This design comes from an exercise in tuning for small area on the open sky130 flow, not from production work.
RTL that was checked went through simulation tests only; none was proved equivalent to the original.
Power is estimated from default activity; no workload was simulated.

Setup of the reference run:
==> flow/design.v <==
`default_nettype none
package isb_pkg;
    localparam int TU_ENTRIES = 4;
    localparam int TU_IDX_W = 2;
    localparam int PS_ENTRIES = 32;
    localparam int PS_IDX_W = 5;
    localparam int SP_ENTRIES = 8;
    localparam int SP_SLOTS = 4;
    localparam int SP_IDX_W = 3;
    localparam int SLOT_W = 2;
    localparam int SA_SPACE = 32;
    localparam int STREAM_CHUNK = 16;
    localparam int CONF_MAX = 3;
    typedef logic [15:0] pc_t;
    typedef logic [15:0] paddr_t;
    typedef logic [5:0] saddr_t;
    typedef logic [1:0] conf_t;
    typedef struct packed {
        logic   valid;
        paddr_t tag;
        saddr_t sa;
        conf_t  conf;
    } ps_entry_t;
endpackage
`default_nettype wire
`default_nettype none
module isb_top (
    input  logic            clk,
    input  logic            rst_i,
    input  logic            access_v_i,
    input  isb_pkg::pc_t    access_pc_i,
    input  isb_pkg::paddr_t access_addr_i,
    output logic            prefetch_v_o,
    output isb_pkg::paddr_t prefetch_addr_o
);
    logic [3:0]  tu_valid;
    logic [15:0] tu_pc [4];
    logic [15:0] tu_last [4];
    logic [3:0]  c_hit;          
    logic [4:0]  c_sa [4];       
    logic        dup [4][4];
    logic        xdup [4][4];
    logic        l01, l02, l03, l12, l13, l23;
    logic [3:0]  pc_match;
    logic [3:0]  idx_eq;         
    logic [3:0]  addr_eq;        
    logic [3:0]  victim;
    logic [3:0]  use_oh;
    logic        tu_hit;
    logic [15:0] last;
    logic [3:0]  dup_h;          
    logic [3:0]  xdup_h;         
    logic        ia_eq_ib;
    always_comb begin
        for (int i = 0; i < 4; i++) begin
            pc_match[i] = tu_valid[i] && tu_pc[i] == access_pc_i;
            idx_eq[i] = tu_last[i][4:0] == access_addr_i[4:0];
            addr_eq[i] = idx_eq[i] && tu_last[i][15:5] == access_addr_i[15:5];
        end
    end
    assign tu_hit = |pc_match;
    assign victim[0] = l01 & l02 & l03;
    assign victim[1] = ~l01 & l12 & l13;
    assign victim[2] = ~l02 & ~l12 & l23;
    assign victim[3] = ~l03 & ~l13 & ~l23;
    assign use_oh = tu_hit ? pc_match : victim;
    always_comb begin
        last = '0;
        a_hit = 1'b0;
        a_sa = '0;
        ia_eq_ib = 1'b0;
        for (int i = 0; i < 4; i++) begin
            last = last | (tu_last[i] & {16{pc_match[i]}});
            a_hit = a_hit | (c_hit[i] & pc_match[i]);
            a_sa = a_sa | (c_sa[i] & {5{pc_match[i]}});
            ia_eq_ib = ia_eq_ib | (idx_eq[i] & pc_match[i]);
        end
        for (int i = 0; i < 4; i++) begin
            dup_h[i] = 1'b0;
            xdup_h[i] = 1'b0;
            for (int j = 0; j < 4; j++) begin
                if (j != i) begin
                    dup_h[i] = dup_h[i] | (dup[i][j] & pc_match[j]);
                    xdup_h[i] = xdup_h[i] | (xdup[i][j] & pc_match[j]);
                end
            end
        end
    end
    always_ff @(posedge clk) begin
        if (rst_i) begin
            tu_valid <= '0;
            {l01, l02, l03, l12, l13, l23} <= 6'b111111;
        end else if (access_v_i) begin
            tu_valid <= tu_valid | use_oh;
            if (use_oh[0]) begin l01 <= 1'b0; l02 <= 1'b0; l03 <= 1'b0; end
            if (use_oh[1]) begin l01 <= 1'b1; l12 <= 1'b0; l13 <= 1'b0; end
            if (use_oh[2]) begin l02 <= 1'b1; l12 <= 1'b1; l23 <= 1'b0; end
            if (use_oh[3]) begin l03 <= 1'b1; l13 <= 1'b1; l23 <= 1'b1; end
        end
    end
    logic [1:0]  ps_conf [32];
    logic [10:0] ps_tag [32];
    logic [4:0]  ps_sa [32];
    logic        p0_v, p1_v;
    logic [15:0] p0_a, p1_a;
    logic [31:0] sel_b;
    logic        sh_b;
    logic [10:0] b_tag;
    logic        sh0b, sh1b;
    logic        a_hit, b_hit;
    logic [4:0]  a_sa, b_sa;
    logic [1:0]  b_conf;
    assign sh0b = p0_v && p0_a[4:0] == access_addr_i[4:0];
    assign sh1b = p1_v && p1_a[4:0] == access_addr_i[4:0];
    assign sh_b = sh0b || sh1b;
    always_comb begin
        b_conf = {2{sh_b}};
        b_tag = (p0_a[15:5] & {11{sh0b}}) | (p1_a[15:5] & {11{sh1b}});
        b_sa = {sh1b, 4'd0};
        for (int e = 0; e < 32; e++) begin
            sel_b[e] = access_addr_i[4:0] == 5'(e);
            b_conf = b_conf | (ps_conf[e] & {2{sel_b[e] & !sh_b}});
            b_tag = b_tag | (ps_tag[e] & {11{sel_b[e] & !sh_b}});
            b_sa = b_sa | (ps_sa[e] & {5{sel_b[e] & !sh_b}});
        end
    end
    assign b_hit = b_conf != 2'd0 && b_tag == access_addr_i[15:5];
    logic [1:0]  ns;             
    logic        train;
    logic        do_alloc;
    logic        map_b_req;
    logic        ctr_b;
    logic [5:0]  a_succ;
    logic [5:0]  b_tgt;
    logic [1:0]  b_conf_new;
    logic        map_a;
    logic        map_b;
    logic        wr_b;
    logic [4:0]  wr_sa;
    logic [1:0]  wr_conf;
    logic        a_eff;          
    assign train = access_v_i && tu_hit && !(|(pc_match & addr_eq));
    assign a_succ = {1'b0, a_sa} + 6'd1;
    always_comb begin
        do_alloc = 1'b0;
        map_b_req = 1'b0;
        ctr_b = 1'b0;
        b_tgt = a_succ;
        b_conf_new = b_conf;
        if (train) begin
            case ({a_hit, b_hit})
                2'b00: begin
                    do_alloc = 1'b1;
                    map_b_req = 1'b1;
                    b_tgt = {ns == 2'd2, ns == 2'd1, 4'd1};
                end
                2'b01: begin
                    do_alloc = 1'b1;
                    if (b_conf == 2'd1) begin
                        map_b_req = 1'b1;
                        b_tgt = {ns == 2'd2, ns == 2'd1, 4'd1};
                    end else begin
                        ctr_b = 1'b1;
                        b_conf_new = b_conf - 2'd1;
                    end
                end
                2'b10: begin
                    map_b_req = 1'b1;
                end
                default: begin
                    if ({1'b0, b_sa} == a_succ) begin
                        ctr_b = 1'b1;
                        if (b_conf != 2'd3) begin
                            b_conf_new = b_conf + 2'd1;
                        end
                    end else if (b_conf == 2'd1) begin
                        map_b_req = 1'b1;
                    end else begin
                        ctr_b = 1'b1;
                        b_conf_new = b_conf - 2'd1;
                    end
                end
            endcase
        end
    end
    assign map_a = do_alloc && ns != 2'd2;
    assign map_b = map_b_req && !b_tgt[5];
    assign wr_b = map_b || ctr_b;
    assign wr_sa = map_b ? b_tgt[4:0] : b_sa;
    assign wr_conf = map_b ? 2'd3 : b_conf_new;
    assign a_eff = map_a && !(wr_b && ia_eq_ib);
    always_ff @(posedge clk) begin
        if (rst_i) begin
            ns <= 2'd0;
        end else if (map_a) begin
            ns <= ns + 2'd1;
        end
    end
    always_ff @(posedge clk) begin
        for (int e = 0; e < 32; e++) begin
            if (rst_i) begin
                ps_conf[e] <= 2'd0;
            end else if (wr_b && sel_b[e]) begin
                ps_conf[e] <= wr_conf;
            end
            if (wr_b && sel_b[e]) begin
                ps_tag[e] <= access_addr_i[15:5];
                ps_sa[e] <= wr_sa;
            end
        end
    end
    always_ff @(posedge clk) begin
        for (int i = 0; i < 4; i++) begin
            if (access_v_i && use_oh[i]) begin
                tu_pc[i] <= access_pc_i;
                tu_last[i] <= access_addr_i;
                c_hit[i] <= wr_b || (b_hit && !(a_eff && ia_eq_ib));
                c_sa[i] <= wr_b ? wr_sa : b_sa;
                for (int j = 0; j < 4; j++) begin
                    if (j != i) begin
                        dup[i][j] <= addr_eq[j];
                        dup[j][i] <= addr_eq[j];
                        xdup[i][j] <= idx_eq[j];
                        xdup[j][i] <= idx_eq[j];
                    end
                end
            end else if (wr_b && idx_eq[i]) begin
                c_hit[i] <= addr_eq[i];
                c_sa[i] <= wr_sa;
            end else if (a_eff && xdup_h[i]) begin
                c_hit[i] <= dup_h[i];
                c_sa[i] <= {ns == 2'd1, 4'd0};
            end
        end
    end
    always_ff @(posedge clk) begin
        if (rst_i) begin
            p0_v <= 1'b0;
        end else if (map_a && ns == 2'd0) begin
            p0_v <= !(wr_b && ia_eq_ib);
        end else if ((wr_b && p0_a[4:0] == access_addr_i[4:0]) || (map_a && p0_a[4:0] == last[4:0])) begin
            p0_v <= 1'b0;
        end
        if (map_a && ns == 2'd0) begin
            p0_a <= last;
        end
    end
    always_ff @(posedge clk) begin
        if (rst_i) begin
            p1_v <= 1'b0;
        end else if (map_a && ns == 2'd1) begin
            p1_v <= !(wr_b && ia_eq_ib);
        end else if (wr_b && p1_a[4:0] == access_addr_i[4:0]) begin
            p1_v <= 1'b0;
        end
        if (map_a && ns == 2'd1) begin
            p1_a <= last;
        end
    end
    logic [15:0] sp_pa [1:31];
    logic [4:0]  m0;             
    logic [3:0]  m1;             
    logic [4:0]  s;
    assign s = b_tgt[4:0];
    always_ff @(posedge clk) begin
        for (int e = 1; e < 32; e++) begin
            if (e == 16 && map_a && ns == 2'd1) begin
                sp_pa[e] <= last;
            end else if (map_b && s == 5'(e)) begin
                sp_pa[e] <= access_addr_i;
            end
        end
    end
    always_ff @(posedge clk) begin
        if (map_a && ns == 2'd0) begin
            m0 <= {4'd0, map_b};
        end else if (map_b && s == m0 + 5'd1) begin
            m0 <= s;
        end
        if (map_a && ns == 2'd1) begin
            m1 <= {3'd0, map_b};
        end else if (map_b && ns == 2'd2 && s[4] && {1'b0, s[3:0]} == {1'b0, m1} + 5'd1) begin
            m1 <= s[3:0];
        end
    end
    logic [4:0]  rd;
    logic        rd_v;
    logic        fire;
    logic [15:0] rd_pa;
    assign rd = b_sa + 5'd1;
    assign rd_v = b_sa != 5'd31
                  && ((ns != 2'd0 && rd <= m0) || (ns == 2'd2 && rd[4] && rd[3:0] <= m1));
    assign fire = access_v_i && b_hit && rd_v;
    always_comb begin
        rd_pa = '0;
        for (int e = 1; e < 32; e++) begin
            rd_pa = rd_pa | (sp_pa[e] & {16{rd == 5'(e)}});
        end
    end
    always_ff @(posedge clk) begin
        if (rst_i) begin
            prefetch_v_o <= 1'b0;
        end else begin
            prefetch_v_o <= fire;
        end
    end
    always_ff @(posedge clk) begin
        prefetch_addr_o <= rd_pa;
    end
endmodule
`default_nettype wire
==> flow/config.mk <==
export PLATFORM = sky130hd
export DESIGN_NAME = isb_top
export DESIGN_NICKNAME = isb_top
export VERILOG_FILES = /design/flow/design.v
export SDC_FILE = /design/flow/constraint.sdc
export NUM_CORES = 4
export LEC_CHECK = 0
export CAP_MARGIN = 20
export CORE_MARGIN = 2
export CORE_UTILIZATION = 65
export PLACE_DENSITY = 0.75
export SLEW_MARGIN = 20
export CTS_ARGS = -sink_clustering_enable -repair_clock_nets -dont_use_dummy_load -buf_list sky130_fd_sc_hd__clkbuf_8 -sink_clustering_size 14 -sink_clustering_max_diameter 60
export BUFFER_PORTS_ARGS = -buffer_cell sky130_fd_sc_hd__buf_1
==> flow/constraint.sdc <==
create_clock -name core_clock -period 10.0 [get_ports {clk}]
set_input_delay 2.0000 -clock core_clock [delete_from_list [all_inputs] [get_ports {clk}]]
set_output_delay 2.0000 -clock core_clock [all_outputs]
set_load 0.01 [all_outputs]
standard.sh (not shown) runs the stock make flow with config.mk's settings and CLKGATE_MAP_FILE= SYNTH_SCRIPT=/design/flow/synth_recipe.tcl, a recipe that flattens the netlist after the stock synthesis.
==> flow/flow/run.sh <==
#!/bin/bash
set -euo pipefail
cat >> config.mk <<'EOC'
export CTS_ARGS = -sink_clustering_enable -repair_clock_nets -dont_use_dummy_load -buf_list sky130_fd_sc_hd__clkbuf_8 -sink_clustering_size 14 -sink_clustering_max_diameter 60
export BUFFER_PORTS_ARGS = -buffer_cell sky130_fd_sc_hd__buf_1
EOC
bash standard.sh > standard.log 2>&1
Here is what was changed in the inputs of the trial run compared with the reference run.
-- flow/design.v --
<<< the reference run, line 263
    logic [4:0]  s;
    assign s = b_tgt[4:0];
    always_ff @(posedge clk) begin
        for (int e = 1; e < 32; e++) begin
            if (e == 16 && map_a && ns == 2'd1) begin
                sp_pa[e] <= last;
            end else if (map_b && s == 5'(e)) begin
                sp_pa[e] <= access_addr_i;
            end
        end
    end
>>> the trial run, line 263
    logic [4:0]  s;
    assign s = b_tgt[4:0];
    logic        f16;
    always_ff @(posedge clk) begin
        for (int e = 1; e < 32; e++) begin
            if (map_b && s == 5'(e)) begin
                sp_pa[e] <= access_addr_i;
            end
        end
        if (map_a && ns == 2'd1) begin
            f16 <= 1'b1;
        end else if (map_b && s == 5'd16) begin
            f16 <= 1'b0;
        end
    end
<<< the reference run, line 295
        rd_pa = '0;
        for (int e = 1; e < 32; e++) begin
            rd_pa = rd_pa | (sp_pa[e] & {16{rd == 5'(e)}});
        end
    end
>>> the trial run, line 299
        rd_pa = '0;
        for (int e = 1; e < 32; e++) begin
            if (e == 16) begin
                rd_pa = rd_pa | ((f16 ? p1_a : sp_pa[e]) & {16{rd == 5'(e)}});
            end else begin
                rd_pa = rd_pa | (sp_pa[e] & {16{rd == 5'(e)}});
            end
        end
    end
==> comparison <==
The trial run does better than the reference run on final-layout worst hold slack.
STATUS setup slack at placement: the trial run loses against the reference run
Relative to the reference run, number of cells on the worst reg-to-reg path decreased by 6 in the trial run.
Sequential standard cell area: the reference run vs the trial run, no meaningful difference
The trial run ends up with a post-route fraction of the period consumed by the critical path that is 1.3 points higher than in the reference run.
The total via count after detailed routing was comparable across the reference run and the trial run.
Re number of inserted filler cells in the final layout: the trial run is 3.1% up on the reference run.
For the mux share of post-synthesis cell area, the trial run came in 0.74 points lower than the reference run did.
Between the reference run and the trial run, the difference in portion of the layout cell area used by non-clock buffers is negligible.
The lower synthesized cell count came out of the reference run.
Between the reference run and the trial run, the flow reports total leakage power increasing slightly.
The trial run ends up with a total core area that is 1.8% higher than in the reference run.
For the reference run, the master of the slowest instance on the critical path was nor4bb_4, unlike the trial run, where it was a2111oi_0.
The RTL of the trial run was laid out without a check of its function.

[re-timing with driven ports]
The results above use ideal ports. As a check the final layouts listed here were re-extracted and re-timed, cells and wires unchanged. Step 1: set_driving_cell puts a clkbuf_16 on clk and a buf_2 on each other input, an assumption about the parent block. Step 2, shift: input delay + t, output delay - t, t = (earliest + latest rising clock arrival at the registers) / 2. This alone moves slack from input paths to output paths. Slacks: ideal / step 1 / step 2; pairs: ideal / step 1.
run | t (ns) | slack for setup (ns) | worst data-port slew with drivers (ns)
the reference run | 0.846 | 1.647 / 1.673 / 0.827 | 0.10
the trial run | 0.850 | 1.515 / 1.502 / 0.652 | 0.15
After both steps every run listed still meets setup and hold. The setup slack of the trial run, which loses most, moves by -0.013 ns with the drivers and by -0.863 ns with both steps.
